What follows belongs to an exercise in optimizing a design on an open flow for small area, a short achievable clock period and few clock cycles; a production flow would make more cautious choices.
RTL that was checked went through simulation tests only; none was proved equivalent to the original.
Only the layout flow was run in runs 1 to 4; the RTL was not checked for function there.
No activity file was given, so power comes from the tool's default toggle rates.

File: design/flow/config.mk
export PLATFORM = sky130hd
export DESIGN_NAME = mcu_test_sequencer
export DESIGN_NICKNAME = mcu_test_sequencer
export VERILOG_FILES = /design/flow/design.v
export SDC_FILE = /design/flow/constraint.sdc
export NUM_CORES = 4
export LEC_CHECK = 0
export CAP_MARGIN = 20
export CORE_MARGIN = 2
export CORE_UTILIZATION = 40
export SLEW_MARGIN = 20
File: design/flow/constraint.sdc
create_clock -name core_clock -period 6.5 [get_ports {clk_sys}]
set_input_delay 1.3000 -clock core_clock [delete_from_list [all_inputs] [get_ports {clk_sys}]]
set_output_delay 1.3000 -clock core_clock [all_outputs]
set_load 0.01 [all_outputs]
File: design/flow/design.v
module mcu_test_sequencer #(
  parameter int unsigned DEPTH     = 64,
  parameter int unsigned ADDR_W    = $clog2(DEPTH),
  parameter int unsigned DATA_W    = 16,
  parameter bit          SIGN_EXT  = 1'b1,
  parameter int unsigned ROM_LAT   = 1,
  parameter logic [31:0] FINISH_PC = 32'h64,
  parameter int unsigned TIMEOUT   = 20'hFFFFF,
  parameter int unsigned CNT_W     = 20
) (
  input  logic              clk_sys,
  input  logic              rst_sync,
  input  logic              start,
  output logic [ADDR_W-1:0] rom_addr,
  input  logic [DATA_W-1:0] rom_rdata,
  output logic [ADDR_W-1:0] ram_addr,
  output logic              ram_we,
  output logic [DATA_W-1:0] ram_wdata,
  output logic              cpu_rst,
  input  logic [31:0]       cpu_pc,
  input  logic [31:0]       cpu_mem_addr,
  input  logic              cpu_mem_we,
  input  logic [31:0]       cpu_mem_wdata,
  output logic [31:0]       cpu_mem_rdata,
  output logic              busy,
  output logic              done,
  output logic              timeout_err,
  output logic [CNT_W-1:0]  cycle_cnt
);
  localparam logic [ADDR_W-1:0] IDX_LAST = ADDR_W'(DEPTH - 1);
  localparam logic [CNT_W-1:0]  RUN_LAST = CNT_W'(TIMEOUT - 1);
  localparam logic [31:0]       EXT_MASK =
    (DATA_W >= 32) ? 32'h0 : ~((32'h1 << DATA_W) - 32'h1);
  logic st_start_q, st_load_q, st_run_q, st_wb_q, st_done_q, st_err_q;
  logic st_start_d, st_load_d, st_run_d, st_wb_d, st_done_d, st_err_d;
  logic [ADDR_W-1:0] idx_q, idx_d;
  logic [CNT_W-1:0]  cnt_q, cnt_d;
  logic [31:0]       mem_q [DEPTH];
  logic [31:0]       ext_rdata;
  logic [31:0]       wdata;
  logic [ADDR_W-1:0] cpu_idx;
  logic              cpu_in_range;
  logic              unused_byte_lane;
  logic              finish, tmo, go, idx_last;
  assign ext_rdata = (SIGN_EXT && rom_rdata[DATA_W-1]) ? (32'(rom_rdata) | EXT_MASK)
                                                       : 32'(rom_rdata);
  assign cpu_idx          = cpu_mem_addr[ADDR_W+1:2];
  assign cpu_in_range     = (cpu_mem_addr[31:ADDR_W+2] == '0);
  assign unused_byte_lane = ^cpu_mem_addr[1:0];
  assign finish   = (cpu_pc == FINISH_PC);
  assign tmo      = (cnt_q == RUN_LAST);
  assign go       = (st_done_q | st_err_q) & start;
  assign idx_last = (idx_q == IDX_LAST);
  always_comb begin
    st_start_d = 1'b0;
    st_load_d  = go | st_start_q | (st_load_q & ~idx_last);
    st_run_d   = (st_load_q & idx_last) | (st_run_q & ~finish & ~tmo);
    st_wb_d    = (st_run_q & finish) | (st_wb_q & ~idx_last);
    st_done_d  = (st_wb_q & idx_last) | (st_done_q & ~start);
    st_err_d   = (st_run_q & ~finish & tmo) | (st_err_q & ~start);
  end
  always_comb begin
    idx_d = idx_q;
    if (st_start_q | go | ((st_load_q | st_wb_q) & ~idx_last) | (st_run_q & finish))
      idx_d = st_start_q ? '0 : idx_q + 1'b1;
  end
  always_comb begin
    cnt_d = cnt_q;
    if (st_load_q)     cnt_d = '0;
    else if (st_run_q) cnt_d = cnt_q + 1'b1;
  end
  logic [7:0]        cpu_lo, cpu_hi, idx_lo, idx_hi, sel_lo, sel_hi;
  logic [DEPTH-1:0]  wsel;
  logic [31:0]       grp [8];
  logic [31:0]       rdata;
  always_comb begin
    for (int j = 0; j < 8; j++) begin
      cpu_lo[j] = (cpu_idx[2:0] == 3'(j));
      cpu_hi[j] = (cpu_idx[5:3] == 3'(j)) && cpu_in_range;
      idx_lo[j] = (idx_q[2:0] == 3'(j));
      idx_hi[j] = (idx_q[5:3] == 3'(j));
    end
  end
  assign sel_lo = ({8{st_run_q}} & cpu_lo) | ({8{~st_run_q}} & idx_lo);
  assign sel_hi = ({8{st_run_q}} & cpu_hi) | ({8{st_wb_q}} & idx_hi);
  always_comb begin
    for (int i = 0; i < DEPTH; i++)
      wsel[i] = sel_lo[i % 8] &
                ((st_run_q & cpu_mem_we & cpu_hi[i / 8]) | (st_load_q & idx_hi[i / 8]));
  end
  assign wdata = st_load_q ? ext_rdata : cpu_mem_wdata;
  always_comb begin
    rdata = '0;
    for (int g = 0; g < 8; g++) begin
      grp[g] = '0;
      for (int j = 0; j < 8; j++) grp[g] = grp[g] | ({32{sel_lo[j]}} & mem_q[8*g+j]);
      rdata = rdata | ({32{sel_hi[g]}} & grp[g]);
    end
  end
  always_ff @(posedge clk_sys or posedge rst_sync) begin
    if (rst_sync) begin
      st_start_q <= 1'b1;
      st_load_q  <= 1'b0;
      st_run_q   <= 1'b0;
      st_wb_q    <= 1'b0;
      st_done_q  <= 1'b0;
      st_err_q   <= 1'b0;
      idx_q      <= IDX_LAST;
    end else begin
      st_start_q <= st_start_d;
      st_load_q  <= st_load_d;
      st_run_q   <= st_run_d;
      st_wb_q    <= st_wb_d;
      st_done_q  <= st_done_d;
      st_err_q   <= st_err_d;
      idx_q      <= idx_d;
    end
  end
  always_ff @(posedge clk_sys) begin
    cnt_q <= cnt_d;
  end
  always_ff @(posedge clk_sys) begin
    for (int i = 0; i < DEPTH; i++)
      if (wsel[i]) mem_q[i] <= wdata;
  end
  assign rom_addr      = idx_q + 1'b1;
  assign ram_addr      = idx_q;
  assign ram_wdata     = rdata[DATA_W-1:0];
  assign cpu_mem_rdata = rdata;
  assign ram_we        = st_wb_q;
  assign cpu_rst       = ~st_run_q;
  assign busy          = st_load_q | st_run_q | st_wb_q;
  assign done          = st_done_q;
  assign timeout_err   = st_err_q;
  assign cycle_cnt     = cnt_q;
endmodule
File: design/flow/run.sh
#!/bin/bash
# synth_recipe.tcl (not shown) runs the flow's synth.tcl, then flattens the netlist and writes it again
# the make line also repeats each setting of config.mk as NAME=value (left out here)
make -C /OpenROAD-flow-scripts/flow DESIGN_CONFIG=/design/flow/config.mk WORK_HOME=/design/flow/orfs CLKGATE_MAP_FILE= SYNTH_SCRIPT=/design/flow/synth_recipe.tcl finish
==> summary.txt, run 1 <==
GRT Overall Usage 22.9%; Int Pwr 0.0214 W; clock share of power 41.2%; switch share 20.8%; Final #Nets 4718; Worst Skew 0.0316 ns; routed length on met3 21500 µm; Seq pwr share 54.9%; Worst Setup Start Kind flop; Die ar. 194000 µm²; asr flop ratio synth 0.577%; number of synthesized register bits 2080; total of max-cap violations 0; total power 0.0270 W; Power Density 300 nW/µm²; H-tree depth 4; commonest cells after routing, fill and taps aside edfxtp_1, a22oi_1, nand4_1, buf_4; clock latency on the worst-skew pair 0.86 ns; clk root buf clkbuf_16; remaining antenna violation count after routing 0; Pre-antenna DRT Iters 7; # DRC 0; outcome finished clean; routed vias/inst 6.05; Rows 160; # IOs 201; pre-CTS WS 0.385 ns; final worst-path cycle share 95.2%; Setup CP Type flop to primary output; Metal-1 WL 87800 µm; Clock Path Buffers 3; Synth Warn # 3; main flop type after synthesis edfxtp_1; Final Max Tran Viols 0; DRT Wirelength 225000 µm; placed insts 6907; layout cells sized above 1 14.7%; WL/cell 31.0 µm; Synth Instances 4184; library cells used by synthesis 58; CTS buffer count 196; worst hold path depth 2; Max Clock Freq 162 MHz; synthesized area per cell 18.2 µm²; combinational fraction of design power 3.9%; r2r worst-path depth 8; final worst slack 0.315 ns; DRT iter0 DRCs 5418; Filler cells 15646; Starting Density 40.1%; count of input and output buffers 198; WP data arrival 4.89 ns; Chip Width 440 µm; WP data required 5.20 ns; final-report setup violation count 0; post-CTS setup buffers 0; post-cts gate resize count 0; initial antenna violation count 4; CP max FO 31; # clock sinks 2080; Worst slew margin 29.6%; Clock transition at path regs 0.05 ns; RSZ-0062 raised after global routing no; Worst-Margin Slew 1.05 ns; post-layout min period 6.19 ns; via count 43954; Area growth syn-to-layout 18.2%; gpl congestion 0.819; Post-synth EDFFs 2048; grt total ovfl 0; post-DP HPWL 129000 µm; CP Capture Type primary output; top layer used by detailed routing met5; Syn Nets 4308; Fin Hold WS 0.530 ns; leakage 27.4 nW; worst hold path class flop to flop; Peak VDD IR 0.276 mV; final cell count without fillers 7260; core area 190000 µm²; register area share after synthesis 81.7%; largest net degree at the start of global routing 75; Net Switching 0.00563 W; Mapped Area 76100 µm²; global-route wire length before repair 318000 µm; commonest non-fill, non-tap cell in the layout edfxtp_1; metal2 WL 110000 µm; setup TNS 0 ns; vias in the first global route 43509; Die Ht 440 µm; hold_buf cts 0; CTS tree built; final hold vios 0
registers in the layout, summed over array words and instances (netlist names):
register / cells
mem_q: 2048
cnt_q: 20
idx_q: 6
st_done_q: 1
st_err_q: 1
st_load_q: 1
st_run_q: 1
st_start_q: 1
st_wb_q: 1
layout make-up:
type	instances	area, µm²	area share [%]
sequential	2080	62200	69.2
multi-input combinational	1786	13300	14.8
clock buffer	235	5110	5.69
timing repair buffer	495	4950	5.51
tap	2511	3140	3.49
clock inverter	117	1100	1.22
inverter	35	131	0.146
antenna	1	2.50	0.00278
stage by stage:
stage | utilization [%] | cell area [µm²]
5_1_grt | 47.4 | 89900
2_1_floorplan | - | 76100
4_1_cts | 47.4 | 89900
6_report | 47.4 | 89900
3_5_place_dp | 44.1 | 83700
3_3_place_gp | 44.1 | 83700
layer usage:
layer | global-route usage [%] | vias to the layer above
li1 | - | 18453
met1 | 30.6 | 22808
met2 | 37.8 | 2330
met3 | 4.86 | 361
met4 | 6.38 | 2
met5 | 0 | -
cell families after synthesis:
kind of cell / synth area share, %
xor+xnor: 0.230
other cells: 0.00493
fa+ha+maj: 0.132
compound gates: 11.9
flops: 81.7
mux: 0.222
buf+inv: 1.93
simple gates: 3.89
critical path, cell delays in order, from the launching register on:
cell	delay, ns
dfstp_2	0.62
inv_1	0.11
ha_1	0.22
and3b_1	0.38
or2_4	0.49
buf_12	0.23
buf_12	0.19
a22oi_1	0.19
nand4_1	0.16
a22oi_1	0.44
nand4_1	0.26
buf_4	0.22
clkdlybuf4s50_1	0.47
synthesized netlist by cell type, types with 4 or more instances:
cell type / n / area [µm²]
nand2b_1: 5 / 31.3
xnor2_1: 6 / 52.6
nand3_1: 17 / 85.1
a22o_1: 19 / 166
edfxtp_1: 2048 / 61500
dfrtp_1: 5 / 125
nor3b_1: 4 / 30.0
nor4_1: 10 / 62.6
buf_6: 7 / 78.8
clkbuf_1: 123 / 462
nor2b_1: 5 / 31.3
dfstp_2: 7 / 184
a22oi_1: 1107 / 8310
nor4b_1: 4 / 35.0
o2111ai_1: 5 / 43.8
dfxtp_1: 20 / 400
nor3_1: 7 / 35.0
xor2_1: 14 / 123
buf_1: 13 / 48.8
nand4b_1: 9 / 78.8
and3_1: 6 / 37.5
nand4_1: 285 / 1780
or4_1: 5 / 37.5
o21ai_0: 66 / 330
buf_2: 120 / 601
nand2_1: 43 / 161
nor2_1: 102 / 383
ha_1: 8 / 100
or2_1: 6 / 37.5
inv_1: 35 / 131
mux2_2: 15 / 169
buf_4: 20 / 150
worst paths after layout:
kind / to / startpoint / slack, ns
min reg2reg: idx_q[4]$_DFFE_PP1P_ / idx_q[4]$_DFFE_PP1P_ / 0.53
max in group asynchronous: idx_q[4]$_DFFE_PP1P_ / rst_sync / 5.33
max reg2reg: mem_q[1][28]$_DFFE_PP_ / st_run_q$_DFF_PP0_ / 2.40
max: cpu_mem_rdata[14] / idx_q[0]$_DFFE_PP1P_ / 0.31
min in group asynchronous: st_err_q$_DFF_PP0_ / rst_sync / 0.82
min: idx_q[4]$_DFFE_PP1P_ / idx_q[4]$_DFFE_PP1P_ / 0.53
power groups by stage:
stage | sequential, W | clock [W] | combinational [W]
after floorplan | 0.0151 | 0 | 0.000518
after global placement | 0.0151 | 0 | 0.00104
after detailed placement | 0.0151 | 0 | 0.00106
after CTS | 0.0148 | 0.0112 | 0.00106
after global routing | 0.0148 | 0.0118 | 0.00113
final | 0.0148 | 0.0111 | 0.00106
==> run 2, diff against run 1 <==
--- a/design/flow/config.mk
+++ b/design/flow/config.mk
@@ -7,5 +7,6 @@
 export LEC_CHECK = 0
 export CAP_MARGIN = 20
 export CORE_MARGIN = 2
-export CORE_UTILIZATION = 40
+export CORE_UTILIZATION = 50
+export SETUP_SLACK_MARGIN = 2.0
 export SLEW_MARGIN = 20
==> summary.txt, run 2 <==
clk root buf clkbuf_16; placed insts 6424; Final Max Tran Viols 0; Syn Nets 4308; # clock sinks 2080; Clock transition at path regs 0.06 ns; Die Ht 394 µm; Worst Skew 0.0217 ns; most frequent cell after synthesis edfxtp_1; Worst-Margin Slew 1.15 ns; via count 45510; GRT Overall Usage 28.9%; Clock Path Buffers 3; clock latency on the worst-skew pair 0.84 ns; Largest Register mem_q; CP max FO 6; switch share 20.8%; Worst R2R Start st_run_q$_DFF_PP0_; CTS tree built; CP Capture Type primary output; commonest non-fill, non-tap cell in the layout edfxtp_1; routed vias/inst 6.52; Fin Hold WS 0.536 ns; total of max-cap violations 0; grt total ovfl 0; Starting Density 50.2%; Seq pwr share 54.2%; final-report setup violation count 0; register area share after synthesis 81.7%; setup TNS 0 ns; core area 152000 µm²; # DRC 0; post-layout min period 5.34 ns; DRT Wirelength 230000 µm; Commonest cells post-synth edfxtp_1, a22oi_1, nand4_1, clkbuf_1, buf_2; H-tree depth 4; hold_buf cts 0; library cells used by synthesis 58; clock share of power 41.1%; Power Density 293 nW/µm²; layout cells sized above 1 23.6%; WL/cell 32.9 µm; worst hold path class flop to flop; asr flop ratio synth 0.577%; WP data arrival 4.04 ns; final hold vios 0; DRT iter0 DRCs 6586; gpl congestion 0.803; final worst-path cycle share 82.1%; synthesized area per cell 18.2 µm²; top cell type by total area after synthesis edfxtp_1; Area growth syn-to-layout 22.6%; min-delay src cnt_q[7]$_SDFFE_PP0P_; Chip Width 394 µm; WP data required 5.20 ns; count of input and output buffers 198; commonest cells after routing, fill and taps aside edfxtp_1, a22oi_1, buf_4, nand4_1, a22oi_2; outcome finished clean; Mapped Area 76100 µm²; post-DP HPWL 122000 µm; Area contributors post-synth edfxtp_1, a22oi_1, nand4_1; Final #Nets 4902; RSZ-0062 raised after global routing yes; largest net degree at the start of global routing 65; initial antenna violation count 4; combinational fraction of design power 4.6%; top cell type's share of synthesized area 80.8%; Setup CP Type flop to primary output; Worst slew margin 23.1%; global-route wire length before repair 322000 µm; Int Pwr 0.0216 W; # IOs 201; number of synthesized register bits 2080; CTS buffer count 202; leakage 29.1 nW; Synth Instances 4184; r2r worst-path depth 9; Worst Setup Start Kind flop; main flop type after synthesis edfxtp_1; vias in the first global route 43973; Pre-antenna DRT Iters 6; Max Clock Freq 187 MHz; R2R Setup Slk 2.77 ns; Hold EP cnt_q[7]$_SDFFE_PP0P_; remaining antenna violation count after routing 0; Rows 143; Die ar. 155000 µm²; Net Switching 0.00568 W; Post-synth EDFFs 2048; final cell count without fillers 6976; Synth Warn # 3; number of flip-flops in the largest register 2048; worst hold path depth 2; Peak VDD IR 0.263 mV; FF-to-FF End mem_q[56][21]$_DFFE_PP_; largest registers mem_q: 2048 flops, cnt_q: 20 flops, idx_q: 6 flops
==> run 2: logic make-up (layout without fill, tap and decap cells) <==
kind of cell             after synthesis  after routing  synth area share (%)
AND/OR/NAND/NOR                      522            529                  3.89
adder cells (fa/ha/maj)                8              8                 0.132
multiplexers                          15             15                 0.222
flip-flops                          2080           2080                  81.7
other                                  1              2               0.00493
AO/OA/AOI/OAI                       1220           1220                  11.9
XOR/XNOR                              20             20                 0.230
buffers and inverters                318           1072                  1.93
==> run 2: area by class of cell <==
type                       instances  area [µm²]
timing repair buffer             666        7480
clock buffer                     269        5440
clock inverter                   102         821
tap                             2030        2540
sequential                      2080       62200
inverter                          35         134
antenna                            1        2.50
multi-input combinational       1793       14700
fill                           10777       58300
==> run 2: power groups by stage <==
stage               logic (W)  clock network (W)  registers [W]
floorplan            0.000527                  0         0.0151
global placement      0.00103                  0         0.0151
detailed placement    0.00105                  0         0.0151
CTS                   0.00120             0.0113         0.0148
global route          0.00133             0.0118         0.0148
finish                0.00126             0.0112         0.0148
==> run 2: worst max-delay path by stage <==
| stage | cells past startpoint | slack, ns | from | to |
|---|---|---|---|---|
| 2_1_floorplan | 10 | 1.96 | cpu_mem_addr[4] | ram_wdata[0] |
| 3_3_place_gp | 9 | 0.23 | cpu_mem_addr[3] | cpu_mem_rdata[17] |
| 3_5_place_dp | 9 | 0.23 | cpu_mem_addr[3] | cpu_mem_rdata[21] |
| 4_1_cts | 13 | 1.15 | idx_q[0]$_DFFE_PP1P_ | cpu_mem_rdata[20] |
| 5_1_grt | 13 | 1.13 | idx_q[2]$_DFFE_PP1P_ | cpu_mem_rdata[11] |
| 6_report | 13 | 1.16 | idx_q[0]$_DFFE_PP1P_ | cpu_mem_rdata[21] |
==> run 2: layer usage <==
layer | GRT usage, % | wire (µm) | vias up
met5 | 0 | 13 | -
met4 | 10.9 | 8840 | 2
met3 | 5.05 | 22700 | 378
met2 | 44.7 | 107000 | 2644
met1 | 41.4 | 91400 | 23592
li1 | - | - | 18894
==> run 2: metrics by stage <==
step                      setup WS, ns  power (W)  util (%)  instance area, µm²
after floorplan                   1.96     0.0156         -               76300
after global placement           0.227     0.0161      54.9               83100
after detailed placement         0.229     0.0161      54.9               83200
after CTS                         1.15     0.0273      60.8               92200
after global routing              1.13     0.0280      61.6               93300
final                             1.16     0.0273      61.6               93300
==> run 2: critical path: stages (launching register included) <==
cell	delay, ns
dfstp_2	0.60
inv_4	0.06
ha_4	0.15
nor3b_1	0.13
buf_4	0.14
or2_4	0.27
buf_12	0.15
buf_12	0.15
clkbuf_16	0.17
a22oi_2	0.12
nand4_1	0.12
a22oi_2	0.49
nand4_1	0.37
buf_2	0.25
==> run 2: what timing repair did <==
item,4_1_cts,5_1_grt
pin swaps,165,168
endpoints found under the hold margin,0,0
gates cloned,32,11
endpoints found under the setup margin,48,48
setup buffers,110,27
gates resized for setup,422,151
==> run 3, diff against run 2 <==
--- a/design/flow/config.mk
+++ b/design/flow/config.mk
@@ -8,5 +8,6 @@
 export CAP_MARGIN = 20
 export CORE_MARGIN = 2
 export CORE_UTILIZATION = 50
+export CTS_BUF_LIST = sky130_fd_sc_hd__clkbuf_4 sky130_fd_sc_hd__clkbuf_8
 export SETUP_SLACK_MARGIN = 2.0
 export SLEW_MARGIN = 20
==> summary.txt, run 3 <==
grt total ovfl 0; pre-CTS WS 0.229 ns; Max Clock Freq 180 MHz; final worst slack 0.943 ns; # clock sinks 2080; clock share of power 39.3%; Net Switching 0.00572 W; CP max FO 8; initial antenna violation count 5; largest registers mem_q: 2048 flops, cnt_q: 20 flops, idx_q: 6 flops; placed cell areas 83200 µm²; min-delay src cnt_q[7]$_SDFFE_PP0P_; Worst Setup Start Kind primary input; vias in the first global route 45039; Peak VDD IR 0.213 mV; fin util 61.4%; top cell type's share of synthesized area 80.8%; switch share 21.6%; Worst slew margin 24.1%; r2r worst-path depth 9; Rows 143; via count 45768; Synth Warn # 3; GRT Overall Usage 28.9%; Commonest cells post-synth edfxtp_1, a22oi_1, nand4_1, clkbuf_1, buf_2; Power Density 285 nW/µm²; WL/cell 32.0 µm; commonest cells after routing, fill and taps aside edfxtp_1, a22oi_1, clkbuf_8, nand4_1, buf_4; commonest non-fill, non-tap cell in the layout edfxtp_1; layout cells sized above 1 26.8%; Die ar. 155000 µm²; combinational fraction of design power 4.8%; Clock Path Buffers 4; main flop type after synthesis edfxtp_1; top cell type by total area after synthesis edfxtp_1; count of input and output buffers 198; final-report setup violation count 0; Filler cells 10938; # IOs 201; worst hold path depth 2; area of the multi-input gates 14600 µm²; remaining antenna violation count after routing 0; Pre-antenna DRT Iters 6; final worst-path cycle share 85.5%; global-route wire length before repair 322000 µm; worst hold path class flop to flop; gpl congestion 0.803; library cells used by synthesis 58; Final #Nets 5015; RSZ-0062 raised after global routing yes; Final Max Tran Viols 0; Seq pwr share 55.9%; setup TNS 0 ns; # DRC 0; Worst-Margin Slew 1.14 ns; Worst Skew 0.0403 ns; largest net degree at the start of global routing 65; DRT iter0 DRCs 5931; Post-synth EDFFs 2048; Area contributors post-synth edfxtp_1, a22oi_1, nand4_1; number of flip-flops in the largest register 2048; WP data required 5.20 ns; clock latency on the worst-skew pair 1.01 ns; Synth Instances 4184; FF-to-FF End mem_q[14][26]$_DFFE_PP_; CTS buffer count 335; clk root buf clkbuf_8; WP data arrival 4.26 ns; Clock transition at path regs 0.05 ns; CTS tree built; Mapped Area 76100 µm²; number of synthesized register bits 2080; Hold EP cnt_q[7]$_SDFFE_PP0P_; asr flop ratio synth 0.577%; core area 152000 µm²; routed vias/inst 6.40; Seq. cell area 62200 µm²; hold_buf cts 0; CP Capture Type primary output; Die Ht 394 µm; total of max-cap violations 0; leakage 29.1 nW; Worst R2R Start st_run_q$_DFF_PP0_; Setup CP Type primary input to primary output; synthesized area per cell 18.2 µm²; R2R Setup Slk 2.56 ns; outcome finished clean; DRT Wirelength 229000 µm; Chip Width 394 µm; slowest CP cell a22oi_2; H-tree depth 5; slowest stage delay, CP 0.40 ns; final instance area 93000 µm²; critical path cell sequence clkdlybuf4s15_1 -> and4_1 -> or2_4 -> buf_6 -> buf_12 -> buf_12 -> buf_16 -> a22oi_1 -> nand4_1 -> a22oi_2 -> nand4_1 -> buf_2; register area share after synthesis 81.7%; Area growth syn-to-layout 22.2%; Largest Register mem_q; Starting Density 50.2%; most frequent cell after synthesis edfxtp_1; post-DP HPWL 122000 µm; Syn Nets 4308; Int Pwr 0.0208 W; post-layout min period 5.56 ns; final hold vios 0
run 3: power by group through the flow:
| stage | combinational [W] | clock [W] | sequential (W) |
|---|---|---|---|
| after floorplan | 0.000527 | 0 | 0.0151 |
| after global placement | 0.00103 | 0 | 0.0151 |
| after detailed placement | 0.00105 | 0 | 0.0151 |
| after CTS | 0.00121 | 0.0105 | 0.0148 |
| after global routing | 0.00134 | 0.0111 | 0.0148 |
| final | 0.00127 | 0.0104 | 0.0148 |
run 3: kinds of logic (layout without fill, tap and decap cells):
group	after synthesis	count (layout)	share of synthesized area (%)
xor+xnor	20	20	0.230
mux	15	15	0.222
fa+ha+maj	8	8	0.132
flops	2080	2080	81.7
compound gates	1220	1220	11.9
buf+inv	318	1236	1.93
simple gates	522	532	3.89
other cells	1	7	0.00493
run 3: worst max-delay path by stage:
stage	startpoint	to	slack, ns	cells past startpoint
CTS	idx_q[0]$_DFFE_PP1P_	ram_wdata[8]	0.93	14
global placement	cpu_mem_addr[3]	cpu_mem_rdata[17]	0.23	9
floorplan	cpu_mem_addr[4]	ram_wdata[0]	1.96	10
detailed placement	cpu_mem_addr[3]	cpu_mem_rdata[21]	0.23	9
finish	cpu_mem_addr[3]	cpu_mem_rdata[23]	0.94	12
global route	idx_q[0]$_DFFE_PP1P_	cpu_mem_rdata[17]	0.92	13
run 3: timing repair:
action,in CTS,in global routing
buffers inserted,83,31
gates resized for setup,460,114
gates cloned,35,11
setup endpoints to repair,48,48
endpoints found under the hold margin,0,0
pin swaps,189,123
run 3: cell type report:
type	instances	share of cell area, %
sequential	2080	66.9
inverter	35	0.144
clock inverter	119	0.640
timing repair buffer	643	8.01
clock buffer	439	5.82
tap	2030	2.73
multi-input combinational	1796	15.7
antenna	6	0.0161
run 3: worst max-delay path, delay by kind of cell:
| kind | cells | cell delay (ns) |
|---|---|---|
| and+or+nand+nor | 4 | 1.20 |
| buffers and inverters | 6 | 1.16 |
| AOI/OAI and AO/OA | 2 | 0.59 |
run 3: stage by stage:
stage	std cells	total power, W	hold slack [ns]
floorplan	4184	0.0156	0.510
global placement	6422	0.0161	0.508
detailed placement	6424	0.0161	0.518
CTS	7100	0.0266	0.534
global route	7147	0.0273	0.568
finish	7148	0.0265	0.538
run 3: layer usage:
metal | vias up | GRT usage, % | wire length [µm]
li1 | 19140 | - | -
met1 | 23556 | 41.1 | 91300
met2 | 2688 | 44.5 | 106000
met3 | 382 | 5.43 | 22000
met4 | 2 | 11.3 | 9390
met5 | - | 0 | 18
==> run 4, diff against run 3 <==
--- a/design/flow/design.v
+++ b/design/flow/design.v
@@ -34,6 +34,7 @@
   logic st_start_q, st_load_q, st_run_q, st_wb_q, st_done_q, st_err_q;
   logic st_start_d, st_load_d, st_run_d, st_wb_d, st_done_d, st_err_d;
   logic [ADDR_W-1:0] idx_q, idx_d;
+  logic [7:0]        idx_lo_q, idx_hi_q;
   logic [CNT_W-1:0]  cnt_q, cnt_d;
   logic [31:0]       mem_q [DEPTH];
   logic [31:0]       ext_rdata;
@@ -69,7 +70,7 @@
     if (st_load_q)     cnt_d = '0;
     else if (st_run_q) cnt_d = cnt_q + 1'b1;
   end
-  logic [7:0]        cpu_lo, cpu_hi, idx_lo, idx_hi, sel_lo, sel_hi;
+  logic [7:0]        cpu_lo, cpu_hi, sel_lo, sel_hi;
   logic [DEPTH-1:0]  wsel;
   logic [31:0]       grp [8];
   logic [31:0]       rdata;
@@ -77,16 +78,14 @@
     for (int j = 0; j < 8; j++) begin
       cpu_lo[j] = (cpu_idx[2:0] == 3'(j));
       cpu_hi[j] = (cpu_idx[5:3] == 3'(j)) && cpu_in_range;
-      idx_lo[j] = (idx_q[2:0] == 3'(j));
-      idx_hi[j] = (idx_q[5:3] == 3'(j));
     end
   end
-  assign sel_lo = ({8{st_run_q}} & cpu_lo) | ({8{~st_run_q}} & idx_lo);
-  assign sel_hi = ({8{st_run_q}} & cpu_hi) | ({8{st_wb_q}} & idx_hi);
+  assign sel_lo = ({8{st_run_q}} & cpu_lo) | ({8{~st_run_q}} & idx_lo_q);
+  assign sel_hi = ({8{st_run_q}} & cpu_hi) | ({8{st_wb_q}} & idx_hi_q);
   always_comb begin
     for (int i = 0; i < DEPTH; i++)
       wsel[i] = sel_lo[i % 8] &
-                ((st_run_q & cpu_mem_we & cpu_hi[i / 8]) | (st_load_q & idx_hi[i / 8]));
+                ((st_run_q & cpu_mem_we & cpu_hi[i / 8]) | (st_load_q & idx_hi_q[i / 8]));
   end
   assign wdata = st_load_q ? ext_rdata : cpu_mem_wdata;
   always_comb begin
@@ -105,7 +104,6 @@
       st_wb_q    <= 1'b0;
       st_done_q  <= 1'b0;
       st_err_q   <= 1'b0;
-      idx_q      <= IDX_LAST;
     end else begin
       st_start_q <= st_start_d;
       st_load_q  <= st_load_d;
@@ -113,17 +111,21 @@
       st_wb_q    <= st_wb_d;
       st_done_q  <= st_done_d;
       st_err_q   <= st_err_d;
-      idx_q      <= idx_d;
     end
   end
   always_ff @(posedge clk_sys) begin
+    idx_q <= idx_d;
+    for (int j = 0; j < 8; j++) begin
+      idx_lo_q[j] <= (idx_d[2:0] == 3'(j));
+      idx_hi_q[j] <= (idx_d[5:3] == 3'(j));
+    end
     cnt_q <= cnt_d;
   end
   always_ff @(posedge clk_sys) begin
     for (int i = 0; i < DEPTH; i++)
       if (wsel[i]) mem_q[i] <= wdata;
   end
-  assign rom_addr      = idx_q + 1'b1;
+  assign rom_addr      = st_start_q ? '0 : idx_q + 1'b1;
   assign ram_addr      = idx_q;
   assign ram_wdata     = rdata[DATA_W-1:0];
   assign cpu_mem_rdata = rdata;
--- a/design/flow/config.mk
+++ b/design/flow/config.mk
@@ -8,6 +8,5 @@
 export CAP_MARGIN = 20
 export CORE_MARGIN = 2
 export CORE_UTILIZATION = 50
-export CTS_BUF_LIST = sky130_fd_sc_hd__clkbuf_4 sky130_fd_sc_hd__clkbuf_8
 export SETUP_SLACK_MARGIN = 2.0
 export SLEW_MARGIN = 20
==> summary.txt, run 4 <==
Syn Nets 4680; WP data required 5.20 ns; asr flop ratio synth 0.286%; WP data arrival 3.82 ns; Area growth syn-to-layout 27.2%; Worst Setup Start Kind flop; remaining antenna violation count after routing 0; RSZ-0062 raised after global routing yes; most frequent cell after synthesis edfxtp_1; # IOs 201; fin util 63.9%; Worst-Margin Slew 1.21 ns; Peak VDD IR 0.311 mV; final worst-path cycle share 78.8%; gpl congestion 0.831; via count 50188; Die ar. 160000 µm²; top cell type by total area after synthesis edfxtp_1; Rows 145; Commonest cells post-synth edfxtp_1, a22oi_1, o21ai_0, clkbuf_1, and4_1; DRT iter0 DRCs 7510; total of max-cap violations 0; number of synthesized register bits 2096; top cell type's share of synthesized area 78.7%; Starting Density 50.2%; final hold vios 0; final-report setup violation count 0; main flop type after synthesis edfxtp_1; clock latency on the worst-skew pair 0.86 ns; number of flip-flops in the largest register 2048; Pre-antenna DRT Iters 6; layout cells sized above 1 29.8%; critical path cell sequence buf_12 -> buf_12 -> nor2b_4 -> or2_4 -> buf_6 -> clkbuf_16 -> buf_6 -> a22oi_1 -> a31oi_1 -> a2111oi_4 -> buf_6 -> nand2_4 -> buf_6; Mapped Area 78200 µm²; worst hold path class flop to flop; leakage 29.9 nW; grt total ovfl 0; Worst R2R Start st_run_q$_DFF_PP0_; Die Ht 399 µm; count of input and output buffers 198; post-DP HPWL 141000 µm; CP startpoint st_run_q$_DFF_PP0_; initial antenna violation count 8; Power Density 278 nW/µm²; slowest CP cell a31oi_1; outcome finished clean; routed vias/inst 6.82; Max Clock Freq 195 MHz; vias in the first global route 47130; Setup CP Type flop to primary output; DRT Wirelength 272000 µm; Synth Instances 4561; largest registers mem_q: 2048 flops, cnt_q: 20 flops; commonest cells after routing, fill and taps aside edfxtp_1, o21ai_0, a22oi_1, a22oi_2, buf_4; CTS tree built; Largest Register mem_q; GRT Overall Usage 32.2%; CP Capture Type primary output; Area contributors post-synth edfxtp_1, a22oi_1, o21ai_0; Clock Path Buffers 3; library cells used by synthesis 54; Final Max Tran Viols 0; register area share after synthesis 79.9%; CP max FO 8; Post-synth EDFFs 2048; Chip Width 399 µm; # DRC 0; slowest stage delay, CP 0.47 ns; Synth Warn # 3; Clock transition at path regs 0.06 ns; CTS buffer count 206; R2R Setup Slk 2.62 ns; Final #Nets 5258; synthesized area per cell 17.1 µm²; largest net degree at the start of global routing 76; min-delay src cnt_q[7]$_SDFFE_PP0P_; Worst Skew 0.0230 ns; core area 156000 µm²; cell mode on critical path buf_6; commonest non-fill, non-tap cell in the layout edfxtp_1; pre-CTS WS -0.0946 ns; H-tree depth 4; Worst slew margin 19.4%; post-layout min period 5.12 ns; final worst slack 1.38 ns; WL/cell 37.0 µm; # clock sinks 2096; clk root buf clkbuf_16; global-route wire length before repair 360000 µm; hold_buf cts 0
## run 4: changes by cell type in the layout (fill, tap and decap cells not counted), moves of 69 or more
cell,delta
clkbuf_4,-101
clkbuf_8,-338
nand4_1,-276
o21ai_0,+466
clkbuf_16,+233
and4_1,+126
a41oi_2,+69
a22oi_1,-404
## run 4: layout make-up
cell class              count  area (µm²)
well taps                2058        2570
multi-input cells        2105       19700
diodes                      2        5.00
fillers                 10615       56200
inverters                  24        90.1
flip-flops and latches   2096       62500
clock inverters           100         878
repair buffers            706        8210
clock buffers             267        5470
## run 4: logic make-up after synthesis
family                   synth area share (%)
adder cells (fa/ha/maj)                0.0480
XOR/XNOR                                0.235
AND/OR/NAND/NOR                          3.45
other                                 0.00480
buffers and inverters                    2.11
multiplexers                            0.405
AO/OA/AOI/OAI                            13.8
flip-flops                               79.9
## run 4: power by group
part	switching (W)	internal, W	leakage [nW]	total [W]
registers	0.0000169	0.0149	18.9	0.0149
clock network	0.00502	0.00642	3.10	0.0114
logic	0.000893	0.000434	7.97	0.00133
## run 4: worst paths after layout
kind,depth (start not counted),endpoint
worst min register to register,2,cnt_q[7]$_SDFFE_PP0P_
worst max register to register,10,mem_q[60][31]$_DFFE_PP_
worst max-delay path,13,ram_wdata[15]
max in group asynchronous,2,st_start_q$_DFF_PP1_
worst min-delay path,2,cnt_q[7]$_SDFFE_PP0P_
min in group asynchronous,2,st_done_q$_DFF_PP0_
## run 4: critical path: cells and delay by family, from the launching register on
family / cells / cell delay [ns]
compound gates: 3 / 0.65
simple gates: 3 / 0.68
buf+inv: 7 / 1.17
flops: 1 / 0.46
## run 4: metrics by stage
step / total power, W / instances / instance area [µm²] / TNS (ns) / hold WS (ns)
2_1_floorplan: 0.0157 / 4561 / 78800 / 0 / 0.527
3_3_place_gp: 0.0162 / 6800 / 85600 / -0.0196 / 0.505
3_5_place_dp: 0.0162 / 6800 / 85600 / -0.124 / 0.517
4_1_cts: 0.0275 / 7251 / 95100 / 0 / 0.530
5_1_grt: 0.0283 / 7358 / 99400 / 0 / 0.551
6_report: 0.0277 / 7358 / 99400 / 0 / 0.525
## run 4: metal layers
layer | vias to the layer above | global-route usage, % | wire [µm]
li1 | 20179 | - | -
met1 | 25812 | 43.9 | 100000
met2 | 3625 | 50.5 | 128000
met3 | 572 | 7.89 | 32700
met4 | 0 | 11.5 | 11600
met5 | - | 0 | 0
## run 4: timing repair
item                       CTS  global route
setup buffers               68            67
pin swaps                   76           195
resized for setup          587           569
cloned                      16            38
setup endpoints to repair   48            48
==> run 5, diff against run 4 <==
--- a/design/flow/design.v
+++ b/design/flow/design.v
@@ -72,7 +72,6 @@
   end
   logic [7:0]        cpu_lo, cpu_hi, sel_lo, sel_hi;
   logic [DEPTH-1:0]  wsel;
-  logic [31:0]       grp [8];
   logic [31:0]       rdata;
   always_comb begin
     for (int j = 0; j < 8; j++) begin
@@ -88,13 +87,16 @@
                 ((st_run_q & cpu_mem_we & cpu_hi[i / 8]) | (st_load_q & idx_hi_q[i / 8]));
   end
   assign wdata = st_load_q ? ext_rdata : cpu_mem_wdata;
-  always_comb begin
-    rdata = '0;
-    for (int g = 0; g < 8; g++) begin
-      grp[g] = '0;
-      for (int j = 0; j < 8; j++) grp[g] = grp[g] | ({32{sel_lo[j]}} & mem_q[8*g+j]);
-      rdata = rdata | ({32{sel_hi[g]}} & grp[g]);
+  for (genvar b = 0; b < 32; b++) begin : g_rd
+    logic [7:0] grp_bit;
+    for (genvar g = 0; g < 8; g++) begin : g_grp
+      logic [7:0] word_bit;
+      for (genvar j = 0; j < 8; j++) begin : g_w
+        assign word_bit[j] = mem_q[8*g+j][b];
+      end
+      mcu_test_sequencer_ao8 u_lo (.sel(sel_lo), .d(word_bit), .y(grp_bit[g]));
     end
+    mcu_test_sequencer_ao8 u_hi (.sel(sel_hi), .d(grp_bit), .y(rdata[b]));
   end
   always_ff @(posedge clk_sys or posedge rst_sync) begin
     if (rst_sync) begin
@@ -136,3 +138,10 @@
   assign timeout_err   = st_err_q;
   assign cycle_cnt     = cnt_q;
 endmodule
+module mcu_test_sequencer_ao8 (
+  input  logic [7:0] sel,
+  input  logic [7:0] d,
+  output logic       y
+);
+  assign y = |(sel & d);
+endmodule
--- a/design/flow/config.mk
+++ b/design/flow/config.mk
@@ -10,3 +10,4 @@
 export CORE_UTILIZATION = 50
 export SETUP_SLACK_MARGIN = 2.0
 export SLEW_MARGIN = 20
+export SYNTH_HIERARCHICAL = 1
==> summary.txt, run 5 <==
CTS buffer count 201; Peak VDD IR 0.297 mV; top cell type's share of synthesized area 81.7%; Clock Path Buffers 3; final hold vios 0; final-report setup violation count 0; Mapped Area 75300 µm²; via count 47503; post-layout min period 5.07 ns; Power Density 288 nW/µm²; most frequent cell after synthesis edfxtp_1; commonest non-fill, non-tap cell in the layout edfxtp_1; Post-synth EDFFs 2048; pre-CTS WS 0.106 ns; setup TNS 0 ns; Worst slew margin 16.5%; Die ar. 154000 µm²; gpl congestion 0.806; Area growth syn-to-layout 26.6%; synthesized area per cell 19.1 µm²; library cells used by synthesis 51; Largest Register mem_q; Final Max Tran Viols 0; WP data required 5.20 ns; global-route wire length before repair 353000 µm; largest registers mem_q: 2048 flops, cnt_q: 20 flops; Filler cells 10340; critical path cell sequence buf_12 -> nor3b_2 -> a21oi_2 -> clkinvlp_4 -> buf_12 -> buf_4 -> buf_4 -> a22oi_1 -> nand4_1 -> a22oi_2 -> nand4_1 -> buf_2; Worst Skew 0.0255 ns; Rows 142; Area contributors post-synth edfxtp_1, a22oi_1, nand4_1; Worst Setup Start Kind primary input; GRT Overall Usage 33.5%; grt total ovfl 0; H-tree depth 4; number of flip-flops in the largest register 2048; Worst-Margin Slew 1.25 ns; WP buf/inv 6; count of input and output buffers 198; WP data arrival 3.77 ns; clk root buf clkbuf_16; clock latency on the worst-skew pair 0.85 ns; DRT iter0 DRCs 7511; worst hold path class flop to flop; slowest stage delay, CP 0.42 ns; final worst-path cycle share 77.9%; # IOs 201; core area 150000 µm²; Syn Nets 4064; layout cells sized above 1 25.0%; register area share after synthesis 83.0%; # clock sinks 2096; initial antenna violation count 7; RSZ-0062 raised after global routing yes; Chip Width 392 µm; vias in the first global route 45103; remaining antenna violation count after routing 0; CP Capture Type primary output; # DRC 0; Synth Instances 3945; number of synthesized register bits 2096; Fin Hold WS 0.538 ns; slowest CP cell nand4_1; outcome finished clean; Clock transition at path regs 0.06 ns; WL/cell 37.5 µm; asr flop ratio synth 0.286%; Pre-antenna DRT Iters 6; largest net degree at the start of global routing 65; main flop type after synthesis edfxtp_1; leakage 29.5 nW; routed vias/inst 6.84; post-DP HPWL 124000 µm; CP max FO 6; DRT Wirelength 260000 µm; Setup CP Type primary input to primary output; Final #Nets 4875; Max Clock Freq 197 MHz; total of max-cap violations 0; top cell type by total area after synthesis edfxtp_1; CTS tree built; Starting Density 50.3%; Synth Warn # 8; hold_buf cts 0; commonest cells after routing, fill and taps aside edfxtp_1, a22oi_1, a22oi_2, nand4_1, clkbuf_16; final worst slack 1.43 ns; Commonest cells post-synth edfxtp_1, a22oi_1, nand4_1, nor2_1, dfxtp_1; Top delay family on crit path buffers and inverters; Die Ht 392 µm
[run 5: kinds of logic (layout without fill, tap and decap cells)]
logic type / Yosys count / count (layout) / synth area share, %
flops: 2096 / 2096 / 83.0
compound gates: 1229 / 1229 / 12.2
simple gates: 501 / 501 / 3.76
buf+inv: 80 / 1061 / 0.494
xor+xnor: 20 / 20 / 0.233
mux: 15 / 15 / 0.224
fa+ha+maj: 3 / 3 / 0.0499
other cells: 1 / 3 / 0.00498
[run 5: layout make-up]
type,count,area (µm²),share of cell area (%)
Timing Repair inverter,1,5.00,0.00525
Tap cell,2016,2520,2.65
Clock buffer,253,5290,5.55
Inverter,39,181,0.190
Multi-Input combinational cell,1769,14900,15.6
Antenna cell,2,5.00,0.00525
Timing Repair Buffer,648,8970,9.42
Clock inverter,120,922,0.968
Sequential cell,2096,62500,65.6
[run 5: worst register-to-register path, delay by kind of cell, from the launching register on]
kind                   cells  cell delay (ns)
flip-flops                 1             0.71
AND/OR/NAND/NOR            1             0.91
buffers and inverters      3             1.51
AO/OA/AOI/OAI              1             0.20
[run 5: modules after synthesis, one instance, submodules excluded]
module	cells inside	times used
mcu_test_sequencer_ao8	5	288
mcu_test_sequencer	2505	1
[run 5: path summary, 6_finish.rpt]
kind / startpoint / to / slack (ns) / depth (start not counted)
worst max-delay path: cpu_mem_addr[3] / cpu_mem_rdata[26] / 1.43 / 12
worst min-delay path: st_err_q$_DFF_PP0_ / st_err_q$_DFF_PP0_ / 0.54 / 1
worst max register to register: st_load_q$_DFF_PP0_ / mem_q[26][15]$_DFFE_PP_ / 2.83 / 5
worst min register to register: st_err_q$_DFF_PP0_ / st_err_q$_DFF_PP0_ / 0.54 / 1
max in group asynchronous: rst_sync / st_start_q$_DFF_PP1_ / 5.54 / 2
min in group asynchronous: rst_sync / st_done_q$_DFF_PP0_ / 0.69 / 2
[run 5: metrics by stage]
step | utilization [%] | std cells | total power, W | area (µm²)
after floorplan | - | 3945 | 0.0157 | 75400
after global placement | 55.3 | 6331 | 0.0162 | 82700
after detailed placement | 55.4 | 6335 | 0.0162 | 82800
after CTS | 63.0 | 6914 | 0.0274 | 94300
after global routing | 63.7 | 6943 | 0.0280 | 95300
final | 63.7 | 6944 | 0.0274 | 95300
[run 5: per-layer routing]
| metal | up-vias | part of all wire [%] | global-route usage, % |
|---|---|---|---|
| li1 | 18963 | - | - |
| met1 | 24467 | 37 | 46.0 |
| met2 | 3496 | 45 | 50.3 |
| met3 | 567 | 13 | 10.2 |
| met4 | 10 | 4.1 | 13.1 |
| met5 | - | 0.026 | 0 |
[run 5: power breakdown]
part           leakage (nW)  internal (W)  switching, W  total, W
clock                  3.02       0.00613       0.00502    0.0111
sequential             18.9        0.0149     0.0000221    0.0149
combinational          7.62      0.000503      0.000863   0.00137
[run 5: repair_timing]
item	4_1_cts	5_1_grt
pin swaps	214	161
setup endpoints to repair	48	50
buffers inserted	126	19
cloned	80	9
resized for setup	683	138
Testbench counts of run 5, summed over its fixed seeds: cycles 14,809.
==> run 6, diff against run 5 <==
--- a/design/flow/config.mk
+++ b/design/flow/config.mk
@@ -8,6 +8,8 @@
 export CAP_MARGIN = 20
 export CORE_MARGIN = 2
 export CORE_UTILIZATION = 50
+export CTS_CLUSTER_DIAMETER = 100
+export CTS_CLUSTER_SIZE = 30
 export SETUP_SLACK_MARGIN = 2.0
 export SLEW_MARGIN = 20
 export SYNTH_HIERARCHICAL = 1
==> summary.txt, run 6 <==
outcome finished clean; initial antenna violation count 8; critical path cell sequence buf_12 -> nor2b_4 -> a22oi_2 -> clkinvlp_4 -> buf_6 -> buf_16 -> buf_16 -> buf_6 -> a22oi_1 -> nand4_1 -> a22oi_1 -> nand4_1 -> buf_2; post-DP HPWL 124000 µm; Rows 142; Area contributors post-synth edfxtp_1, a22oi_1, nand4_1; min-delay src cnt_q[14]$_SDFFE_PP0P_; CTS buffer count 80; WP data required 5.20 ns; post-layout min period 5.05 ns; DRT Wirelength 258000 µm; Worst Skew 0.0284 ns; core area 150000 µm²; R2R Setup Slk 2.82 ns; final worst-path cycle share 77.6%; WL/cell 38.5 µm; Setup CP Type primary input to primary output; commonest cells after routing, fill and taps aside edfxtp_1, a22oi_1, a22oi_2, nand4_1, buf_4; final-report setup violation count 0; Chip Width 392 µm; clock latency on the worst-skew pair 0.76 ns; layout cells sized above 1 23.1%; leakage 27.8 nW; Die Ht 392 µm; commonest non-fill, non-tap cell in the layout edfxtp_1; H-tree depth 3; WP buf/inv 7; Filler cells 10693; DRT iter0 DRCs 7475; Max Clock Freq 198 MHz; Syn Nets 4064; placed insts 6335; Peak VDD IR 0.242 mV; # DRC 0; Worst R2R Start st_load_q$_DFF_PP0_; Seq. cell area 62500 µm²; final hold vios 0; Pre-antenna DRT Iters 7; grt total ovfl 0; final cell count without fillers 6700; Final Max Tran Viols 0; Die ar. 154000 µm²; top cell type by total area after synthesis edfxtp_1; Worst slew margin 17.7%; largest registers mem_q: 2048 flops, cnt_q: 20 flops; remaining antenna violation count after routing 0; Top delay family on crit path buffers and inverters; vias in the first global route 43888; Final #Nets 4777; Synth Instances 3945; area of the multi-input gates 14900 µm²; total of max-cap violations 0; global-route wire length before repair 350000 µm; largest net degree at the start of global routing 65; Area growth syn-to-layout 21.8%; fin util 61.3%; most frequent cell after synthesis edfxtp_1; CTS tree built; routed vias/inst 6.98; top cell type's share of synthesized area 81.7%; Mapped Area 75300 µm²; Power Density 247 nW/µm²; number of flip-flops in the largest register 2048; clk root buf clkbuf_16; synthesized area per cell 19.1 µm²; Hold EP cnt_q[14]$_SDFFE_PP0P_; asr flop ratio synth 0.286%; Worst-Margin Slew 1.23 ns; final worst slack 1.45 ns; number of synthesized register bits 2096; main flop type after synthesis edfxtp_1; library cells used by synthesis 51; hold_buf cts 0; register area share after synthesis 83.0%; Clock Path Buffers 3; slowest stage delay, CP 0.28 ns; worst hold path class flop to flop; Largest Register mem_q; Starting Density 50.3%; GRT Overall Usage 33.1%; Clock transition at path regs 0.11 ns; slowest CP cell a22oi_1; RSZ-0062 raised after global routing yes; worst hold path depth 2; Synth Warn # 8; via count 46769; Commonest cells post-synth edfxtp_1, a22oi_1, nand4_1, nor2_1, dfxtp_1; FF-to-FF End mem_q[26][16]$_DFFE_PP_; # clock sinks 2096; pre-CTS WS 0.106 ns; CP Capture Type primary output; # IOs 201; Worst Setup Start Kind primary input; r2r worst-path depth 5; total power 0.0226 W; count of input and output buffers 198; CP max FO 8; gpl congestion 0.806; Post-synth EDFFs 2048; WP data arrival 3.75 ns
==> run 6: changes by cell type in the layout (fill, tap and decap cells not counted), moves of 6 or more <==
cell,change
clkinv_1,-52
clkinvlp_4,-6
bufinv_16,-8
clkbuf_16,-117
bufbuf_16,-6
buf_16,+11
buf_12,+11
dlygate4sd2_1,-6
clkinv_2,-35
clkdlybuf4s15_1,-9
clkbuf_1,-35
buf_2,+15
==> run 6: modules after synthesis, one instance, submodules excluded <==
module                  flip-flops and latches  cells  times used  area (µm²)
mcu_test_sequencer_ao8                       0      5         288        36.3
mcu_test_sequencer                        2096   2505           1       64800
==> run 6: cell type report <==
class / instances / share of cell area [%]
clock buffer: 99 / 2.38
timing repair buffer: 671 / 10.2
clock inverter: 6 / 0.0983
inverter: 39 / 0.198
tap: 2016 / 2.75
multi-input combinational: 1769 / 16.2
sequential: 2096 / 68.2
timing repair inverter: 1 / 0.00546
antenna: 3 / 0.00819
==> run 6: worst reg2reg max path, stage by stage, from the launching register on <==
cell	delay (ns)
dfrtp_4	0.74
buf_4	0.78
a32oi_1	0.19
buf_4	0.26
nor2_4	0.92
buf_4	0.47
==> run 6: routing by layer <==
layer | vias up | share of wire [%] | track usage [%]
met4 | 6 | 3.6 | 11.1
li1 | 18562 | - | -
met5 | - | 0.015 | 0
met2 | 3313 | 46 | 50.5
met3 | 451 | 13 | 8.20
met1 | 24437 | 38 | 46.9
==> run 6: through the flow <==
step | hold slack (ns) | setup TNS (ns) | cell area [µm²]
floorplan | 0.538 | -6.15 | 75400
global placement | 0.523 | 0 | 82700
CTS | 0.549 | 0 | 90700
finish | 0.549 | 0 | 91700
detailed placement | 0.528 | 0 | 82800
global route | 0.576 | 0 | 91700
==> run 6: power by group <==
| part | switching (W) | leakage [nW] | internal [W] | total (W) |
|---|---|---|---|---|
| Combinational | 0.000865 | 7.79 | 0.000509 | 0.00137 |
| Sequential | 0.0000217 | 18.9 | 0.0149 | 0.0149 |
| Clock | 0.00393 | 1.10 | 0.00245 | 0.00638 |
| Total | 0.00482 | 27.8 | 0.0178 | 0.0226 |
==> run 6: timing repair <==
item	CTS	global route
gates resized for setup	759	116
endpoints found under the setup margin	48	48
cloned	84	10
pin swaps	222	174
setup buffers	144	19
==> run 6: worst max path at each step <==
stage | from | cells after the start | end
final | cpu_mem_addr[4] | 13 | cpu_mem_rdata[27]
after global routing | cpu_mem_addr[4] | 12 | cpu_mem_rdata[15]
after CTS | cpu_mem_addr[4] | 13 | cpu_mem_rdata[27]
after detailed placement | cpu_mem_addr[4] | 11 | cpu_mem_rdata[29]
after global placement | cpu_mem_addr[4] | 11 | cpu_mem_rdata[29]
after floorplan | cpu_mem_addr[4] | 9 | ram_wdata[0]
==> run 6: kinds of logic (layout without fill, tap and decap cells) <==
family,after synthesis,after routing,synth area share (%)
AO/OA/AOI/OAI,1229,1229,12.2
XOR/XNOR,20,20,0.233
adder cells (fa/ha/maj),3,3,0.0499
buffers and inverters,80,816,0.494
flip-flops,2096,2096,83.0
multiplexers,15,15,0.224
other,1,4,0.00498
AND/OR/NAND/NOR,501,501,3.76
==> run 7, diff against run 6 <==
--- a/design/flow/config.mk
+++ b/design/flow/config.mk
@@ -10,6 +10,6 @@
 export CORE_UTILIZATION = 50
 export CTS_CLUSTER_DIAMETER = 100
 export CTS_CLUSTER_SIZE = 30
-export SETUP_SLACK_MARGIN = 2.0
+export SETUP_SLACK_MARGIN = 3.0
 export SLEW_MARGIN = 20
 export SYNTH_HIERARCHICAL = 1
==> summary.txt, run 7 <==
outcome finished clean; Commonest cells post-synth edfxtp_1, a22oi_1, nand4_1, nor2_1, dfxtp_1; Synth Instances 3945; Clock Path Buffers 3; H-tree depth 3; synthesized area per cell 19.1 µm²; CTS tree built; Worst slew margin 21.9%; final worst-path cycle share 78.0%; post-DP HPWL 124000 µm; WP data arrival 3.77 ns; Syn Nets 4064; Power Density 244 nW/µm²; number of flip-flops in the largest register 2048; Top delay family on crit path buffers and inverters; Area growth syn-to-layout 23.2%; Starting Density 50.3%; critical path cell sequence buf_8 -> nand3_1 -> nor2_1 -> a21oi_2 -> clkinvlp_4 -> buf_12 -> buf_6 -> a22oi_1 -> nand4_1 -> a22oi_2 -> nand4_1 -> buf_2; Final #Nets 4859; total of max-cap violations 0; Peak VDD IR 0.179 mV; main combinational cell family by area after synthesis compound AO/OA/AOI/OAI gates; Clock transition at path regs 0.12 ns; Pre-antenna DRT Iters 6; switch share 21.3%; WP data required 5.20 ns; CTS buffer count 80; library cells used by synthesis 51; slowest stage delay, CP 0.40 ns; count of input and output buffers 198; CP max FO 14; most frequent cell after synthesis edfxtp_1; post-synthesis simple-gate area fraction 3.76%; GRT Overall Usage 33.3%; final cell count without fillers 6780; Worst Setup Start Kind primary input; asr flop ratio synth 0.286%; Largest Register mem_q; RSZ-0062 raised after global routing yes; Synth Area in Compound Gates 12.2%; WP buf/inv 5; worst hold path class flop to flop; Max Clock Freq 197 MHz; Die Ht 392 µm; CP Capture Type primary output; cell mode on critical path nand4_1; largest registers mem_q: 2048 flops, cnt_q: 20 flops; remaining antenna violation count after routing 0; # clock sinks 2096; Filler cells 10576; global-route wire length before repair 352000 µm; commonest non-fill, non-tap cell in the layout edfxtp_1; Worst-Margin Slew 1.17 ns; final hold vios 0; Seq pwr share 65.7%; DRT Wirelength 260000 µm; top cell type by total area after synthesis edfxtp_1; WL/cell 38.4 µm; DRT iter0 DRCs 7577; Chip Width 392 µm; commonest cells after routing, fill and taps aside edfxtp_1, a22oi_1, a22oi_2, nand4_1, buf_4; Fin Hold WS 0.535 ns; grt total ovfl 0; clock latency on the worst-skew pair 0.74 ns; Synth Area in Adders 0.0499%; final worst slack 1.43 ns; initial antenna violation count 7; post-layout min period 5.07 ns; Post-synth EDFFs 2048; combinational fraction of design power 6.1%; Area contributors post-synth edfxtp_1, a22oi_1, nand4_1; placed insts 6335; vias in the first global route 43985; layout cells sized above 1 25.1%; clk root buf clkbuf_16; Final Max Tran Viols 0; Seq. cell area 62500 µm²; pre-CTS WS 0.106 ns; routed vias/inst 6.94; # IOs 201; Int Pwr 0.0178 W; Setup CP Type primary input to primary output; via count 47063; register area share after synthesis 83.0%; largest net degree at the start of global routing 65; area of the multi-input gates 15000 µm²; Mapped Area 75300 µm²; Net Switching 0.00482 W; core area 150000 µm²; main flop type after synthesis edfxtp_1; Worst Skew 0.0185 ns; Synth Warn # 8; leakage 28.3 nW; # DRC 0; Rows 142; gpl congestion 0.806; number of synthesized register bits 2096; hold_buf cts 0; Die ar. 154000 µm²; top cell type's share of synthesized area 81.7%; clock share of power 28.2%; final-report setup violation count 0; post-synthesis xor/xnor area fraction 0.233%; mux share of post-synthesis cell area 0.224%; slowest CP cell nand4_1
## run 7: cell counts after synthesis
Identical to the previous run, type by type.
## run 7: per-stage QoR
step | setup TNS [ns] | total power, W | util (%) | area [µm²]
2_1_floorplan | -6.15 | 0.0157 | - | 75400
3_3_place_gp | 0 | 0.0162 | 55.3 | 82700
3_5_place_dp | 0 | 0.0162 | 55.4 | 82800
4_1_cts | 0 | 0.0226 | 60.9 | 91100
5_1_grt | 0 | 0.0231 | 62.0 | 92700
6_report | 0 | 0.0227 | 62.0 | 92700
## run 7: path summary, 6_finish.rpt
path / startpoint / end / slack (ns) / cells after the start
hold reg to reg: idx_q[1]$_DFF_P_ / idx_q[1]$_DFF_P_ / 0.53 / 2
setup reg to reg: st_load_q$_DFF_PP0_ / mem_q[19][3]$_DFFE_PP_ / 3.16 / 5
max in group asynchronous: rst_sync / st_start_q$_DFF_PP1_ / 5.48 / 2
hold / removal: idx_q[1]$_DFF_P_ / idx_q[1]$_DFF_P_ / 0.53 / 2
min in group asynchronous: rst_sync / st_done_q$_DFF_PP0_ / 0.76 / 2
setup / recovery: cpu_mem_addr[2] / cpu_mem_rdata[26] / 1.43 / 12
## run 7: cell families after synthesis
group | after synthesis
flip-flops | 2096
AO/OA/AOI/OAI | 1229
AND/OR/NAND/NOR | 501
buffers and inverters | 80
XOR/XNOR | 20
multiplexers | 15
adder cells (fa/ha/maj) | 3
other | 1
## run 7: per-layer routing
| metal | GRT usage [%] | part of all wire (%) | vias up |
|---|---|---|---|
| li1 | - | - | 18726 |
| met1 | 47.0 | 37 | 24457 |
| met2 | 50.9 | 46 | 3413 |
| met3 | 8.26 | 14 | 463 |
| met4 | 11.0 | 3.6 | 4 |
| met5 | 0 | 0.010 | - |
## run 7: modules after synthesis, one instance, submodules excluded
module | copies in the design | cells | area, µm² | flip-flops and latches
mcu_test_sequencer | 1 | 2505 | 64800 | 2096
mcu_test_sequencer_ao8 | 288 | 5 | 36.3 | 0
## run 7: what timing repair did
action,CTS,global route
resized for setup,787,138
setup endpoints to repair,1926,494
gates cloned,84,9
hold endpoints to repair,0,0
pin swaps,233,190
buffers inserted,182,64
## run 7: layout make-up
class	instances	share of cell area (%)
inverter	39	0.196
timing repair inverter	1	0.00675
tap	2016	2.72
multi-input combinational	1769	16.1
antenna	1	0.00270
clock buffer	99	2.35
clock inverter	6	0.0972
sequential	2096	67.4
timing repair buffer	753	11.1
## run 7: tightest hold or removal path, stage by stage (launching register included)
cell	delay [ns]
dfxtp_4	0.39
nand2_1	0.05
o21ai_0	0.06
## run 7: power by group through the flow
stage / logic (W) / clock network (W) / registers [W]
CTS: 0.00131 / 0.00640 / 0.0149
finish: 0.00139 / 0.00638 / 0.0149
floorplan: 0.000515 / 0 / 0.0152
detailed placement: 0.000992 / 0 / 0.0152
global route: 0.00144 / 0.00679 / 0.0149
global placement: 0.000975 / 0 / 0.0152
==> run 8, diff against run 7 <==
==> design/flow/flow/run.sh (new file) <==
#!/bin/bash
# Standard layout, with the ports buffered by plain buffers (buf_4) instead of
# the default delay buffers.
set -euo pipefail
bash standard.sh "BUFFER_PORTS_ARGS=-buffer_cell sky130_fd_sc_hd__buf_4" finish > standard_flow.log 2>&1
==> design/flow/standard.sh (new file) <==
#!/bin/bash
# synth_recipe.tcl (not shown) runs the flow's synth.tcl, then flattens the netlist and writes it again
# the make line also repeats each setting of config.mk as NAME=value (left out here)
make -C /OpenROAD-flow-scripts/flow DESIGN_CONFIG=/design/flow/config.mk WORK_HOME=/design/flow/orfs CLKGATE_MAP_FILE= SYNTH_SCRIPT=/design/flow/synth_recipe.tcl "${@:-finish}"
--- a/design/flow/config.mk
+++ b/design/flow/config.mk
@@ -10,6 +10,6 @@
 export CORE_UTILIZATION = 50
 export CTS_CLUSTER_DIAMETER = 100
 export CTS_CLUSTER_SIZE = 30
-export SETUP_SLACK_MARGIN = 3.0
+export SETUP_SLACK_MARGIN = 2.0
 export SLEW_MARGIN = 20
 export SYNTH_HIERARCHICAL = 1
removed: design/flow/run.sh
==> summary.txt, run 8 <==
outcome finished clean; final hold vios 0; final-report setup violation count 0; commonest non-fill, non-tap cell in the layout edfxtp_1; CP startpoint cpu_mem_addr[30]; Final #Nets 4617; Worst Setup Start Kind primary input; WP data required 5.20 ns; Max Clock Freq 193 MHz; initial antenna violation count 6; Rows 142; Synth Instances 3945; Syn Nets 4064; most frequent cell after synthesis edfxtp_1; Pre-antenna DRT Iters 6; Largest Register mem_q; library cells used by synthesis 51; largest registers mem_q: 2048 flops, cnt_q: 20 flops; global-route wire length before repair 323000 µm; Worst-Margin Slew 1.20 ns; number of synthesized register bits 2096; Commonest cells post-synth edfxtp_1, a22oi_1, nand4_1, nor2_1, dfxtp_1; core area 150000 µm²; leakage 26.2 nW; Area growth syn-to-layout 15.1%; commonest cells after routing, fill and taps aside edfxtp_1, a22oi_1, buf_4, nand4_1, clkbuf_16; number of flip-flops in the largest register 2048; via count 44583; CTS tree built; Setup CP Type primary input to primary output; gpl congestion 0.799; remaining antenna violation count after routing 0; # IOs 201; H-tree depth 3; setup TNS 0 ns; Setup crit end cpu_mem_rdata[4]; DRT Wirelength 235000 µm; Fin Hold WS 0.458 ns; count of input and output buffers 198; asr flop ratio synth 0.286%; RSZ-0062 raised after global routing yes; CTS buffer count 80; GRT Overall Usage 30.0%; top cell type by total area after synthesis edfxtp_1; hold_buf cts 0; clk root buf clkbuf_16; largest net degree at the start of global routing 116; Chip Width 392 µm; placed insts 6341; Clock transition at path regs 0.12 ns; register area share after synthesis 83.0%; post-layout min period 5.19 ns; total of max-cap violations 0; fin util 57.9%; Post-synth EDFFs 2048; DRT iter0 DRCs 6741; r2r worst-path depth 5; Power Density 257 nW/µm²; clock latency on the worst-skew pair 0.74 ns; Mapped Area 75300 µm²; Worst R2R Start st_load_q$_DFF_PP0_; top cell type's share of synthesized area 81.7%; Die ar. 154000 µm²; Peak VDD IR 0.183 mV; vias in the first global route 42299; layout cells sized above 1 18.0%; synthesized area per cell 19.1 µm²; FF-to-FF End mem_q[57][19]$_DFFE_PP_; post-DP HPWL 126000 µm; Area contributors post-synth edfxtp_1, a22oi_1, nand4_1; WL/cell 36.0 µm; Clock Path Buffers 3; final cell count without fillers 6538; # DRC 0; final worst-path cycle share 79.9%; Worst Skew 0.0359 ns; Final Max Tran Viols 0; Starting Density 50.3%; CP max FO 8; CP Capture Type primary output; R2R Setup Slk 2.89 ns; worst hold path class primary input to asynchronous set/reset pin; Synth Warn # 8; WP data arrival 3.89 ns; Worst slew margin 19.8%; Die Ht 392 µm; routed vias/inst 6.82; # clock sinks 2096; main flop type after synthesis edfxtp_1; grt total ovfl 0
-- run 8: worst max-delay path, stage by stage --
cell and delay (ns):
buf_6 0.10, nor4_4 0.26, nand4_1 0.46, buf_6 0.32, nor2_4 0.16, a32o_2 0.24, buf_12 0.18, buf_16 0.22
a22oi_2 0.12, buf_4 0.17, nand4_1 0.16, buf_4 0.16
-- run 8: power by group --
part           leakage (nW)  total [W]  switching (W)  internal (W)
Combinational          6.24    0.00108       0.000744      0.000332
Sequential             18.9     0.0149      0.0000190        0.0149
Clock                  1.09    0.00631        0.00389       0.00241
-- run 8: final cells by class --
cell class | instances | area [µm²]
Tap cell | 2016 | 2520
Inverter | 39 | 181
Sequential cell | 2096 | 62500
Multi-Input combinational cell | 1769 | 13700
Timing Repair Buffer | 512 | 5500
Fill cell | 11149 | 63000
Antenna cell | 1 | 2.50
Clock inverter | 5 | 53.8
Clock buffer | 100 | 2180
-- run 8: cells by family (layout without fill, tap and decap cells) --
logic type	count (synthesis)	count (layout)	share of synthesized area (%)
simple gates	501	501	3.76
mux	15	15	0.224
other cells	1	2	0.00498
buf+inv	80	656	0.494
fa+ha+maj	3	3	0.0499
xor+xnor	20	20	0.233
compound gates	1229	1229	12.2
flops	2096	2096	83.0
-- run 8: worst min path at each step --
stage,end,slack (ns),depth (start not counted)
after floorplan,cnt_q[7]$_SDFFE_PP0P_,0.54,2
after global placement,cnt_q[14]$_SDFFE_PP0P_,0.51,2
after detailed placement,cnt_q[7]$_SDFFE_PP0P_,0.53,2
after CTS,st_err_q$_DFF_PP0_,0.43,2
after global routing,st_err_q$_DFF_PP0_,0.47,2
final,st_err_q$_DFF_PP0_,0.46,2
-- run 8: per-stage QoR --
step	power (W)	setup WS, ns	area (µm²)
final	0.0223	1.31	86600
after floorplan	0.0157	-0.269	75400
after detailed placement	0.0162	0.625	82100
after global routing	0.0228	1.31	86600
after global placement	0.0161	0.693	81900
after CTS	0.0223	1.43	85900
-- run 8: modules after synthesis (local to each module, per instance) --
module / cells inside / cell area, µm² / flip-flops and latches
mcu_test_sequencer_ao8: 5 / 36.3 / 0
mcu_test_sequencer: 2505 / 64800 / 2096
-- run 8: timing repair --
action / CTS / global route
setup buffers: 48 / 18
endpoints found under the setup margin: 48 / 48
hold endpoints to repair: 0 / 0
cloned: 17 / 8
pin swaps: 55 / 46
gates resized for setup: 133 / 66
-- run 8: per-layer routing --
layer	routed length, µm	part of all wire (%)	global-route usage [%]	vias to the layer above
met3	28100	12	5.91	302
met1	91800	39	43.4	23296
li1	-	-	-	18213
met5	46	0.020	0	-
met4	5750	2.4	7.78	6
met2	109000	47	47.0	2766

## re-timing with driven ports
How much do the figures lean on ideal ports? The routed layouts below were timed once more, with nothing changed but the port constraints.
Step 1, drivers: a clkbuf_16 drives clk_sys and a buf_2 each remaining input, both assumed.
Step 2 adds t to the input delays and takes it off the output delays; t is the mean of the earliest and latest rising clock arrival at the registers after step 1. Input paths then give back, and output paths get back, about the clock's delay inside the block.
a / b / c = ideal ports / drivers / drivers and shift; a / b = the first two.
run | shift t [ns] | slack for setup (ns) | cell pins on the clock port's net
run 1 | 0.923 | 0.315 / 0.228 / 0.270 | 1
run 2 | 0.907 | 1.164 / 1.081 / 1.225 | 1
run 3 | 1.079 | 0.943 / 0.893 / 0.909 | 1
run 4 | 0.927 | 1.379 / 1.295 / 1.305 | 1
run 5 | 0.926 | 1.434 / 1.349 / 1.349 | 1
run 6 | 0.836 | 1.455 / 1.373 / 1.373 | 1
run 7 | 0.820 | 1.428 / 1.349 / 1.349 | 1
run 8 | 0.810 | 1.308 / 1.265 / 1.265 | 1
After both steps every run listed still meets setup and hold. The setup slack of run 5, which loses most, moves by -0.085 ns with the drivers and by -0.085 ns with both steps.
